This design comes from an exercise in tuning for small area and a short achievable clock period on the open sky130 flow, not from production work.
RTL that was checked went through simulation tests only; none was proved equivalent to the original.
Power figures rest on the tool's default switching activity, not on a simulated workload.

## try-amber
==> flow/design.v <==
`default_nettype none
package trace_pkg;
  localparam int num_rules       = 2;
  localparam int buf_bytes       = 4;
  localparam int buf_width       = buf_bytes * 8;
  localparam int fifo_depth      = 16;
  localparam int fifo_addr_width = 4;
  typedef struct packed {
    logic [15-num_rules-8:0] pad;    
    logic [num_rules-1:0]    rules;
    logic [7:0]              stamp;
  } event_t;
  localparam logic [7:0] reg_ctrl         = 8'h00;
  localparam logic [7:0] reg_rule_en      = 8'h01;
  localparam logic [7:0] reg_trig_en      = 8'h02;
  localparam logic [7:0] reg_trig_delay   = 8'h03;
  localparam logic [7:0] reg_trig_width   = 8'h04;
  localparam logic [7:0] reg_status       = 8'h05;
  localparam logic [7:0] reg_fifo_lo      = 8'h06;
  localparam logic [7:0] reg_fifo_hi      = 8'h07;
  localparam logic [7:0] reg_count0       = 8'h08;
  localparam logic [7:0] reg_count1       = 8'h09;
  localparam logic [7:0] reg_pattern_base = 8'h10;    
  localparam logic [7:0] reg_mask_base    = 8'h20;    
  localparam logic [1:0] trig_idle  = 2'd0;
  localparam logic [1:0] trig_wait  = 2'd1;
  localparam logic [1:0] trig_pulse = 2'd2;
endpackage
`default_nettype wire
`timescale 1ns/1ps
`default_nettype none
module trace_top (
  input  logic       fe_clk,
  input  logic       reset,
  input  logic [7:0] reg_addr,
  input  logic [7:0] reg_wdata,
  input  logic       reg_write,
  input  logic       reg_read,
  output logic [7:0] reg_rdata,
  input  logic [7:0] trace_data,
  input  logic       trace_valid,
  output logic       capturing,
  output logic       trig_out
);
  function automatic [7:0] inc8(input [7:0] q, input en);
    integer i;
    for (i = 0; i < 8; i = i + 1)
      inc8[i] = q[i] ^ (en & (&(q | ~((8'd1 << i) - 8'd1))));
  endfunction
  function automatic [7:0] dec8(input [7:0] q);
    integer i;
    for (i = 0; i < 8; i = i + 1)
      dec8[i] = q[i] ^ (&(~q | ~((8'd1 << i) - 8'd1)));
  endfunction
  function automatic [3:0] inc4(input [3:0] q, input en);
    integer i;
    for (i = 0; i < 4; i = i + 1)
      inc4[i] = q[i] ^ (en & (&(q | ~((4'd1 << i) - 4'd1))));
  endfunction
  logic page0;
  logic hi0, hi1, hi2, hi4;    
  assign page0 = (reg_addr[7:6] == 2'b00);
  assign hi0   = (reg_addr[7:3] == 5'b00000);
  assign hi1   = (reg_addr[7:3] == 5'b00001);
  assign hi2   = (reg_addr[7:3] == 5'b00010);
  assign hi4   = (reg_addr[7:3] == 5'b00100);
  logic [7:0] lo;              
  always_comb
    for (int i = 0; i < 8; i++)
      lo[i] = (reg_addr[2:0] == i[2:0]);
  logic [7:0] wd;
  assign wd = reg_wdata & {8{~reset}};
  logic wr0, wrp, wrm;
  assign wr0 = reg_write & hi0;
  assign wrp = reg_write & hi2;
  assign wrm = reg_write & hi4;
  logic [31:0] pat0, pat1, msk0, msk1;
  logic [1:0]  rule_en, trig_en;
  logic [7:0]  trig_delay, trig_width;
  logic        armed, arm_pulse;
  always_ff @(posedge fe_clk) begin
    for (int b = 0; b < 4; b++) begin
      if (reset | (wrp & lo[b]))     pat0[8*b +: 8] <= wd;
      if (reset | (wrp & lo[b+4]))   pat1[8*b +: 8] <= wd;
      if (reset | (wrm & lo[b]))     msk0[8*b +: 8] <= wd;
      if (reset | (wrm & lo[b+4]))   msk1[8*b +: 8] <= wd;
    end
    if (reset | (wr0 & lo[0])) armed      <= wd[0];
    if (reset | (wr0 & lo[1])) rule_en    <= wd[1:0];
    if (reset | (wr0 & lo[2])) trig_en    <= wd[1:0];
    if (reset | (wr0 & lo[3])) trig_delay <= wd;
    if (reset | (wr0 & lo[4])) trig_width <= wd;
    arm_pulse <= wr0 & lo[0] & wd[0];
  end
  assign capturing = armed;
  localparam logic [31:0] INV = 32'hff00ff00;
  logic [31:0] tbq, tbuf;      
  logic        byte_seen;
  logic [1:0]  match, hit;
  assign tbuf = tbq ^ INV;
  always_ff @(posedge fe_clk) begin
    if (reset | trace_valid)
      tbq <= ({tbuf[23:0], trace_data} & {32{~reset}}) ^ INV;
    byte_seen <= trace_valid & ~reset;
    match     <= hit & {2{byte_seen & ~reset}};
  end
  assign hit[0] = rule_en[0] & ~|((tbuf ^ pat0) & msk0);
  assign hit[1] = rule_en[1] & ~|((tbuf ^ pat1) & msk1);
  logic [7:0] cnt0, cnt1;
  always_ff @(posedge fe_clk) begin
    cnt0 <= inc8(cnt0, match[0] & ~&cnt0) & {8{~reset}};
    cnt1 <= inc8(cnt1, match[1] & ~&cnt1) & {8{~reset}};
  end
  logic [7:0] stamp;
  always_ff @(posedge fe_clk)
    stamp <= inc8(stamp, byte_seen) & {8{~(reset | arm_pulse)}};
  logic       ev_write;
  logic [1:0] ev_rules;
  logic [7:0] ev_stamp;
  always_ff @(posedge fe_clk) begin
    ev_write <= armed & (|match) & ~reset;
    ev_rules <= match;
    ev_stamp <= stamp;
  end
  logic [9:0] mem [16];
  logic [3:0] wp, rp;
  logic       empty, full, ovf;
  logic       pop, push;
  logic [9:0] head;
  assign head = mem[rp];
  assign push = ev_write & ~full;
  assign pop  = reg_read & hi0 & lo[7] & ~empty;
  always_ff @(posedge fe_clk) begin
    for (int i = 0; i < 16; i++)
      if (push & (wp == i[3:0]))
        mem[i] <= {ev_rules, ev_stamp};
  end
  logic wp1_eq_rp, rp1_eq_wp;
  assign wp1_eq_rp = (inc4(wp, 1'b1) == rp);
  assign rp1_eq_wp = (inc4(rp, 1'b1) == wp);
  always_ff @(posedge fe_clk) begin
    wp    <= inc4(wp, push) & {4{~reset}};
    rp    <= inc4(rp, pop) & {4{~reset}};
    full  <= ~reset & (full ? ~pop : (push & ~pop & wp1_eq_rp));
    empty <= reset | (empty ? ~push : (pop & ~push & rp1_eq_wp));
    ovf   <= ((ev_write & full) | (ovf & ~arm_pulse)) & ~reset;
  end
  logic       busy;
  logic [7:0] tcnt;
  logic       start, tcnt_zero, tcnt_le1;
  assign start     = ~busy & armed & |(match & trig_en);
  assign tcnt_zero = (tcnt == 8'h00);
  assign tcnt_le1  = (tcnt[7:1] == 7'h00);
  always_ff @(posedge fe_clk) begin
    if (reset) begin
      busy     <= 1'b0;
      trig_out <= 1'b0;
    end else if (!busy) begin
      busy <= start;
    end else if (!trig_out) begin
      if (tcnt_zero) trig_out <= 1'b1;
    end else if (tcnt_le1) begin
      busy     <= 1'b0;
      trig_out <= 1'b0;
    end
  end
  always_ff @(posedge fe_clk) begin
    if (!busy)
      tcnt <= trig_delay;
    else if (!trig_out && tcnt_zero)
      tcnt <= trig_width;
    else
      tcnt <= dec8(tcnt);
  end
  logic [7:0] g0, g1, g2, g4, rd_value;
  always_comb begin
    case (reg_addr[2:0])
      3'd0: g0 = {7'b0, armed};
      3'd1: g0 = {6'b0, rule_en};
      3'd2: g0 = {6'b0, trig_en};
      3'd3: g0 = trig_delay;
      3'd4: g0 = trig_width;
      3'd5: g0 = {4'b0, busy, ovf, full, empty};
      3'd6: g0 = empty ? 8'h00 : head[7:0];
      default: g0 = empty ? 8'h00 : {6'b0, head[9:8]};
    endcase
    case (reg_addr[2:0])
      3'd0: g1 = cnt0;
      3'd1: g1 = cnt1;
      default: g1 = 8'h00;
    endcase
    case (reg_addr[2:0])
      3'd0: g2 = pat0[7:0];
      3'd1: g2 = pat0[15:8];
      3'd2: g2 = pat0[23:16];
      3'd3: g2 = pat0[31:24];
      3'd4: g2 = pat1[7:0];
      3'd5: g2 = pat1[15:8];
      3'd6: g2 = pat1[23:16];
      default: g2 = pat1[31:24];
    endcase
    case (reg_addr[2:0])
      3'd0: g4 = msk0[7:0];
      3'd1: g4 = msk0[15:8];
      3'd2: g4 = msk0[23:16];
      3'd3: g4 = msk0[31:24];
      3'd4: g4 = msk1[7:0];
      3'd5: g4 = msk1[15:8];
      3'd6: g4 = msk1[23:16];
      default: g4 = msk1[31:24];
    endcase
    rd_value = (({8{hi0}} & g0) | ({8{hi1}} & g1) |
                ({8{hi2}} & g2) | ({8{hi4}} & g4)) & {8{~reset}};
  end
  always_ff @(posedge fe_clk) begin
    if (reset | reg_read)
      reg_rdata <= rd_value;
  end
endmodule
`default_nettype wire
make LEC_CHECK=0 CAP_MARGIN=20 CORE_MARGIN=2 CORE_UTILIZATION=40 CTS_BUF_LIST=sky130_fd_sc_hd__clkbuf_16 CTS_CLUSTER_DIAMETER=60 CTS_CLUSTER_SIZE=20 SETUP_SLACK_MARGIN=1.7 SLEW_MARGIN=20 finish   # period 4.0 ns
run.sh (not shown) runs the stock make flow with config.mk's settings and CLKGATE_MAP_FILE= SYNTH_SCRIPT=/design/flow/synth_recipe.tcl, a recipe that flattens the netlist after the stock synthesis.
For try-quartz, these inputs were changed with respect to try-amber:
--- a/flow/design.v
+++ b/flow/design.v
@@ -111,38 +111,38 @@
     cnt0 <= inc8(cnt0, match[0] & ~&cnt0) & {8{~reset}};
     cnt1 <= inc8(cnt1, match[1] & ~&cnt1) & {8{~reset}};
   end
   logic [7:0] stamp;
   always_ff @(posedge fe_clk)
     stamp <= inc8(stamp, byte_seen) & {8{~(reset | arm_pulse)}};
-  logic       ev_write;
-  logic [1:0] ev_rules;
-  logic [7:0] ev_stamp;
-  always_ff @(posedge fe_clk) begin
-    ev_write <= armed & (|match) & ~reset;
-    ev_rules <= match;
-    ev_stamp <= stamp;
-  end
+  logic ev_now, ev_write;
+  assign ev_now = armed & (|match);
+  always_ff @(posedge fe_clk)
+    ev_write <= ev_now & ~reset;
   logic [9:0] mem [16];
   logic [3:0] wp, rp;
   logic       empty, full, ovf;
   logic       pop, push;
   logic [9:0] head;
   assign head = mem[rp];
   assign push = ev_write & ~full;
   assign pop  = reg_read & hi0 & lo[7] & ~empty;
-  always_ff @(posedge fe_clk) begin
-    for (int i = 0; i < 16; i++)
-      if (push & (wp == i[3:0]))
-        mem[i] <= {ev_rules, ev_stamp};
-  end
   logic wp1_eq_rp, rp1_eq_wp;
+  logic [3:0] wp_n;
+  logic       nf_early;
   assign wp1_eq_rp = (inc4(wp, 1'b1) == rp);
   assign rp1_eq_wp = (inc4(rp, 1'b1) == wp);
-  always_ff @(posedge fe_clk) begin
-    wp    <= inc4(wp, push) & {4{~reset}};
+  assign wp_n      = inc4(wp, push);
+  assign nf_early  = ~full & ~(push & wp1_eq_rp);
+  always_ff @(posedge fe_clk) begin
+    for (int i = 0; i < 16; i++)
+      if (ev_now & (wp_n == i[3:0]) & (nf_early | pop))
+        mem[i] <= {match, stamp};
+  end
+  always_ff @(posedge fe_clk) begin
+    wp    <= wp_n & {4{~reset}};
     rp    <= inc4(rp, pop) & {4{~reset}};
     full  <= ~reset & (full ? ~pop : (push & ~pop & wp1_eq_rp));
     empty <= reset | (empty ? ~push : (pop & ~push & rp1_eq_wp));
     ovf   <= ((ev_write & full) | (ovf & ~arm_pulse)) & ~reset;
   end
   logic       busy;
The met3 usage in global routing reported for try-quartz is smaller than that of try-amber by 1.1 points.
try-amber: done, clean on timing, DRC and antenna
try-quartz: flow completed, timing, DRC and antenna clean
Between try-amber and try-quartz, the net switching component of the power figures differ only marginally.
The area of all placed cells without fillers of try-quartz was inferior to that of try-amber.
| global-route usage | try-quartz vs try-amber | 1.2 points higher |
When the final numbers for try-quartz and try-amber were put side by side, the utilization turned out to be smaller in try-amber.
Relative to try-amber, try-quartz degrades post-detailed-placement half-perimeter wirelength.
try-quartz does better than try-amber on total power of the final layout.
When try-quartz is set beside try-amber, its number of standard cells in the final layout excluding fillers turns out to be 3.3% larger.
Of try-quartz and try-amber, it is try-quartz that has the lower power density normalized to cell area.
Transition time at the pin with the least slew margin: try-quartz vs try-amber up 0.23 ns
Function not checked in try-quartz: the RTL went through the layout flow alone.

==> port drivers added, routing unchanged <==
The results above use ideal ports. As a check the final layouts listed here were re-extracted and re-timed, cells and wires unchanged.
Step 1: set_driving_cell puts a clkbuf_16 on fe_clk and a buf_2 on each other input, an assumption about the parent block.
Step 2 moves the port delays by t, midway between the first and last clock arrival at a register: inputs arrive t later, outputs are due t later. That takes back most of the time a late clock gives input paths.
a / b / c = ideal / step 1 / step 2; a / b = the first two.
run	t (ns)	slack for setup (ns)	hold WS [ns]
try-amber	0.647	1.677 / 1.677 / 1.048	0.371 / 0.371 / 0.371
try-quartz	0.648	1.401 / 1.401 / 0.820	0.434 / 0.398 / 0.503
After both steps setup and hold are still met in every run listed. The setup slack of try-amber, which loses most, moves by 0.000 ns with the drivers and by -0.629 ns with both steps.
